What follows belongs to an exercise in optimizing a design on an open flow for small area, a short achievable clock period and few clock cycles per item; a production flow would make more cautious choices.
No functional check of the RTL was part of any run shown here.
Power is estimated from default activity; no workload was simulated.

==> flow/design.v (outline; a module is shown in full before it is edited, if it fits) <==
// module rda_g_nand2: 3 lines
// module rda_g_nor2: 3 lines
// module rda_g_xor2: 3 lines
// module rda_g_xnor2: 3 lines
// module rda_g_inv: 3 lines
// module rda_g_majn: 3 lines
// module rda_g_aoi21: 3 lines
// module rda_g_oai21: 3 lines
// module rda_prefix_stage: 1148 lines
// module rda_core: 40 lines
// module rda_carry_resolve: 22 lines
// module rda_result_buffer: 82 lines
// module rda_out_reg: 28 lines
// module rda_out_mux: 14 lines
// module rda_top: 38 lines
module rda_top (
	input  logic        clk,
	input  logic        rst,
	input  logic [63:0] req_a,
	input  logic [63:0] req_b,
	input  logic        req_cin,
	input  logic        req_valid,
	output logic        req_credit,
	output logic [64:0] rsp_sum,
	output logic        rsp_valid,
	input  logic        rsp_credit
);
  // ...
==> flow/run.sh <==
#!/bin/bash
# synth_recipe.tcl (not shown) runs the flow's synth.tcl, then flattens the netlist and writes it again
# the make line also repeats each setting of config.mk as NAME=value (left out here)
make -C /OpenROAD-flow-scripts/flow DESIGN_CONFIG=/design/flow/config.mk WORK_HOME=/design/flow/orfs CLKGATE_MAP_FILE= SYNTH_SCRIPT=/design/flow/synth_recipe.tcl finish
==> flow/config.mk <==
export PLATFORM = sky130hd
export DESIGN_NAME = rda_top
export DESIGN_NICKNAME = rda_top
export VERILOG_FILES = /design/flow/design.v
export SDC_FILE = /design/flow/constraint.sdc
export NUM_CORES = 4
export LEC_CHECK = 0
export CAP_MARGIN = 20
export CORE_MARGIN = 2
export CORE_UTILIZATION = 40
export CTS_CLUSTER_DIAMETER = 80
export CTS_CLUSTER_SIZE = 30
export SETUP_SLACK_MARGIN = 1.5
export SLEW_MARGIN = 20
export SYNTH_HIERARCHICAL = 1
==> flow/constraint.sdc <==
create_clock -name core_clock -period 3.6 [get_ports {clk}]
set_input_delay 0.7200 -clock core_clock [delete_from_list [all_inputs] [get_ports {clk}]]
set_output_delay 0.7200 -clock core_clock [all_outputs]
set_load 0.01 [all_outputs]
==> flow_metrics.env, run 1 <==
export IMPL_status="timing/DRC/antenna clean"
export IMPL_drc=0
export IMPL_layout_common_cells="edfxtp_1, nor2_1, a22oi_1, clkdlybuf4s50_1, nand2_1"
export IMPL_sh_seq_area_pct=56.1
export IMPL_seq_cell_count=549
export IMPL_viasPerCell=5.41
export IMPL_synth_top_family_by_area="compound AO/OA/AOI/OAI gates"
export IMPL_syn_area_sq_um=23100
export IMPL_top_layer="met4"
export IMPL_n_antenna_cell=1
export IMPL_syn2layout_area_growth_pct=20.6
export IMPL_crit_path_start_kind="flop"
export IMPL_synth_area_per_cell_sq_um=13.5
export IMPL_pwr_density_cell_nw_per_um2=526
export IMPL_preCtsSetupSlack_ns=0.734
export IMPL_grt_max_degree=70
export IMPL_switching_share_pct=27.7
export IMPL_wl_met3_microns=2440
export IMPL_cts_made_buffers=25
export IMPL_synthMuxAreaShare_pct=0.130
export IMPL_pg_comb_mw=2.90
export IMPL_post_place_cells=2626
export IMPL_io_pins=200
export IMPL_multi_input_gates=1041
export IMPL_cp_data_required_time_ns=4.01
export IMPL_p_clk_mw=3.40
export IMPL_synth_flop_cell="edfxtp_1"
export IMPL_grt_pass1_wl_microns=81900
export IMPL_buffer_area_share_pct=9.65
export IMPL_fillers=4923
export IMPL_synth_edf_count=458
export IMPL_row_count=88
export IMPL_numClockSinks=549
export IMPL_power_report_internal_total_mw=10.6
export IMPL_nNonClkBuffers=275
export IMPL_io_buffers=199
export IMPL_fin_skew_ns=0.0225
==> run 2: changes to the inputs <==
--- a/flow/config.mk
+++ b/flow/config.mk
@@ -12,3 +12,3 @@
 export CTS_CLUSTER_SIZE = 30
-export SETUP_SLACK_MARGIN = 1.5
+export SETUP_SLACK_MARGIN = 1.7
 export SLEW_MARGIN = 20
==> run 2 against run 1 <==
Worst setup slack got worse by 0.0093 ns. Largest cell class unchanged. Maximum frequency decreased by 0.42%. Utilization increased by 4.5 points. Hold slack got worse by 0.015 ns. Sequential share of layout area decreased by 4.5 points. Critical endpoint is now u_buffer.u_out.rsp_sum[50]. Wire length increased by 25%. Global-route usage increased by 2.5 points. Synthesized cell count unchanged. Sequential power increased by 0.8%. Combinational power increased by about 10%.
==> flow_metrics.env, run 2 <==
export IMPL_pwr_density_cell_nw_per_um2=496
export IMPL_maxCapViolations=0
export IMPL_synth_seq_cells=549
export IMPL_viasPerCell=5.62
export IMPL_switching_share_pct=28.6
export IMPL_power_report_internal_total_mw=10.8
export IMPL_syn_num_nets=1848
export IMPL_design_core_area_sq_um=57400
export IMPL_max_slew_margin_pct=34.8
export IMPL_slew_viol_final=0
export IMPL_largestRegisters="u_buffer.mem x390, u_buffer.u_out.rsp_sum x65, u_core.bsum_q x64"
export IMPL_fp_dieW_microns=244
export IMPL_numClockSinks=549
export IMPL_grt_overflow=0
export IMPL_synth_top_area_cell="edfxtp_1"
export IMPL_cp_cell_sequence="a22o_4, o311ai_4, clkinv_4, buf_6, buf_16, a222oi_1, nand3_1"
export IMPL_fin_skew_ns=0.0348
export IMPL_clkPwrFrac_pct=23.2
export IMPL_grt_pass1_wl_microns=91700
export IMPL_top_register="u_buffer.mem"
export IMPL_preCtsSetupSlack_ns=0.803
export IMPL_ys_warn_count=12
export IMPL_power_switching_mw=4.31
export IMPL_finalSetupViolations=0
export IMPL_post_dp_hpwl_microns=35800
export IMPL_clk_path_buf_depth=3
export IMPL_ys_seq_area_share_pct=67.5
export IMPL_crit_path_top_delay_cell="dfxtp_1"
export IMPL_grt_max_degree=70
export IMPL_arrival_ns=2.69
export IMPL_worstSetupPathType="reg -> reg"
export IMPL_power_leakage_nw=10.5
export IMPL_cts_made_buffers=25
export IMPL_start_util_pct=40.2
export IMPL_cp_top_family="compound AO/OA/AOI/OAI gates"
export IMPL_nNetsFinal=2211
export IMPL_syn_inst=1710
export IMPL_cts_tree="yes"
export IMPL_dr_pass1_iters=6
export IMPL_io_buffers=199
export IMPL_status="timing/DRC/antenna clean"
export IMPL_die_area_sq_um=59600
export IMPL_pwr_share_seq_pct=55.7
export IMPL_clock_latency_ns=0.59
export IMPL_gp_congestion=0.877
export IMPL_yosysMostFrequentCell="edfxtp_1"
export IMPL_vias=16100
export IMPL_cts_reportedPaths_clkPinSlew_ns=0.12
export IMPL_syn_area_sq_um=23100
export IMPL_htree_levels=1
export IMPL_layout_cells_most_common="edfxtp_1"
export IMPL_drt_iter0_drc=1810
export IMPL_grtUsageTotal_pct=20.1
export IMPL_crit_path_start_kind="flop"
export IMPL_worst_pin_slew_ns=0.978
export IMPL_wl_per_cell_microns=23.8
export IMPL_clk_root_buffer_cell="clkbuf_16"
export IMPL_synth_flop_cell="edfxtp_1"
export IMPL_drc=0
export IMPL_synth_area_leaders="edfxtp_1, dfxtp_1, a22oi_1"
export IMPL_path_buf_inv=3
export IMPL_layout_common_cells="edfxtp_1, nor2_1, nand2_1, a22oi_1, clkdlybuf4s50_1"
export IMPL_io_pins=200
export IMPL_synth_area_per_cell_sq_um=13.5
export IMPL_drt_wl_total_microns=68000
export IMPL_synth_edf_count=458
export IMPL_crit_path_end_kind="flop"
export IMPL_power_mw=15.1
export IMPL_cp_data_required_time_ns=4.06
export IMPL_antenna_left=0
export IMPL_first_global_vias=15400
export IMPL_largest_register_ffs=390
export IMPL_row_count=88
export IMPL_period_minus_slack_ns=2.24
export IMPL_layout_drive_gt1_share_pct=29.0
export IMPL_max_freq_mhz=447
export IMPL_irDropWorstVdd_v=0.000357
export IMPL_synth_top_area_share_pct=59.6
export IMPL_hold_ws_ns=0.460
export IMPL_critPathMaxStageDelay_ns=0.39
export IMPL_antenna_found_initial=0
export IMPL_synth_distinct_cells=52
export IMPL_hold_path_class="reg -> reg"
export IMPL_finalWorstSetupSlack_ns=1.36
export IMPL_finalHoldViolations=0
export IMPL_synthArstFlopShare_pct=0
export IMPL_die_height_microns=244
export IMPL_path_max_fanout=7
export IMPL_pwr_share_comb_pct=21.2
export IMPL_syn2layout_area_growth_pct=31.7
export IMPL_tns_ns=0
export IMPL_fin_crit_sh_pct=62.2
export IMPL_yosys_top_cells_count="edfxtp_1, nor2_1, a22oi_1"
export IMPL_rsz0062_at_grt="true"
## run 2: metrics by stage
stage,utilization (%),instances,instance area (sq um)
global placement,45.5,2626,26100
detailed placement,45.5,2626,26100
floorplan,-,1710,23300
global route,52.9,2856,30400
finish,52.9,2857,30400
CTS,50.4,2778,28900
## run 2: path summary, 6_finish.rpt
path | endpoint | cells past startpoint | slack (ns) | start
setup / recovery | u_buffer.u_out.rsp_sum[50] | 7 | 1.36 | u_buffer.full_v[2]
hold / removal | u_buffer.u_out.rsp_sum[6] | 2 | 0.46 | u_buffer.mem[1][6]
setup reg to reg | u_buffer.u_out.rsp_sum[50] | 7 | 1.36 | u_buffer.full_v[2]
hold reg to reg | u_buffer.u_out.rsp_sum[6] | 2 | 0.46 | u_buffer.mem[1][6]
## run 2: cell families after synthesis
kind of cell | after synthesis | share of synthesized area (%)
adder cells (fa/ha/maj) | 5 | 0.271
XOR/XNOR | 170 | 6.46
multiplexers | 3 | 0.130
buffers and inverters | 121 | 2.92
flip-flops | 549 | 67.5
AO/OA/AOI/OAI | 446 | 14.5
AND/OR/NAND/NOR | 416 | 8.17
## run 2: final cells by class
class / count / area, sq um
Clock inverter: 10 / 159
Clock buffer: 35 / 663
Multi-Input combinational cell: 1042 / 7870
Inverter: 44 / 196
Antenna cell: 1 / 2.50
Timing Repair Buffer: 410 / 4830
Sequential cell: 549 / 15700
Fill cell: 4687 / 27000
Timing Repair inverter: 1 / 6.26
Tap cell: 765 / 957
## run 2: modules after synthesis, one instance, submodules excluded, excerpt
| module | area [sq um] | copies in the design | cells |
|---|---|---|---|
| rda_core | 2080 | 1 | 72 |
| rda_result_buffer | 12900 | 1 | 518 |
| rda_g_aoi21 | 8.76 | 88 | 1 |
| rda_g_xnor2 | 8.76 | 40 | 1 |
| rda_g_nor2 | 3.75 | 148 | 1 |
| rda_g_majn | 12.5 | 1 | 2 |
| rda_g_nand2 | 3.75 | 111 | 1 |
| rda_g_oai21 | 5.00 | 108 | 1 |
| rda_g_inv | 3.75 | 20 | 1 |
| rda_g_xor2 | 8.76 | 85 | 1 |
| rda_prefix_stage | 22.5 | 1 | 3 |
## run 2: repair_timing
item,4_1_cts,5_1_grt
gates resized for setup,439,146
gates cloned,23,31
endpoints found under the setup margin,690,678
hold buffers,0,0
pin swaps,104,65
buffers inserted,84,47
## run 2: power by group through the flow
| stage | sequential [mW] | combinational, mW | clock [mW] |
|---|---|---|---|
| 2_1_floorplan | 8.38 | 1.44 | 0 |
| 3_3_place_gp | 8.43 | 2.97 | 0 |
| 3_5_place_dp | 8.44 | 3.01 | 0 |
| 4_1_cts | 8.39 | 2.99 | 3.51 |
| 5_1_grt | 8.46 | 3.45 | 3.75 |
| 6_report | 8.39 | 3.19 | 3.49 |
## run 2: worst reg2reg max path, delay by kind of cell (launching register included)
kind	cells	cell delay [ns]
AND/OR/NAND/NOR	1	0.16
buffers and inverters	3	0.60
AO/OA/AOI/OAI	3	0.97
flip-flops	1	0.39
## run 2: per-layer routing
| metal | part of all wire, % | GRT usage, % |
|---|---|---|
| met1 | 41 | 26.4 |
| met2 | 49 | 35.5 |
| met3 | 7.6 | 2.84 |
| met4 | 2.4 | 4.41 |
| met5 | 0 | 0 |

-- afterwards: timing with drivers on the ports --
In the flow no input, the clock included, has a driving cell. The finished layouts below were timed again as built, in two steps.
Step 1, drivers: a clkbuf_16 drives clk and a buf_2 each remaining input, both assumed.
Step 2, shift: input delay + t, output delay - t, t = (earliest + latest rising clock arrival at the registers) / 2. This alone moves slack from input paths to output paths.
a / b / c = ideal / step 1 / step 2; a / b = the first two.
run | shift t [ns] | setup slack, ns | hold slack, ns | slew at the worst register clock pin (ns)
run 1 | 0.627 | 1.371 / 1.371 / 1.051 | 0.475 / 0.475 / 0.475 | 0.11 / 0.11
run 2 | 0.633 | 1.362 / 1.362 / 1.160 | 0.460 / 0.460 / 0.460 | 0.12 / 0.12
After both steps setup and hold are still met in every run listed. For run 1, which loses most, drivers alone change the setup slack by 0.000 ns; drivers and shift together by -0.320 ns.
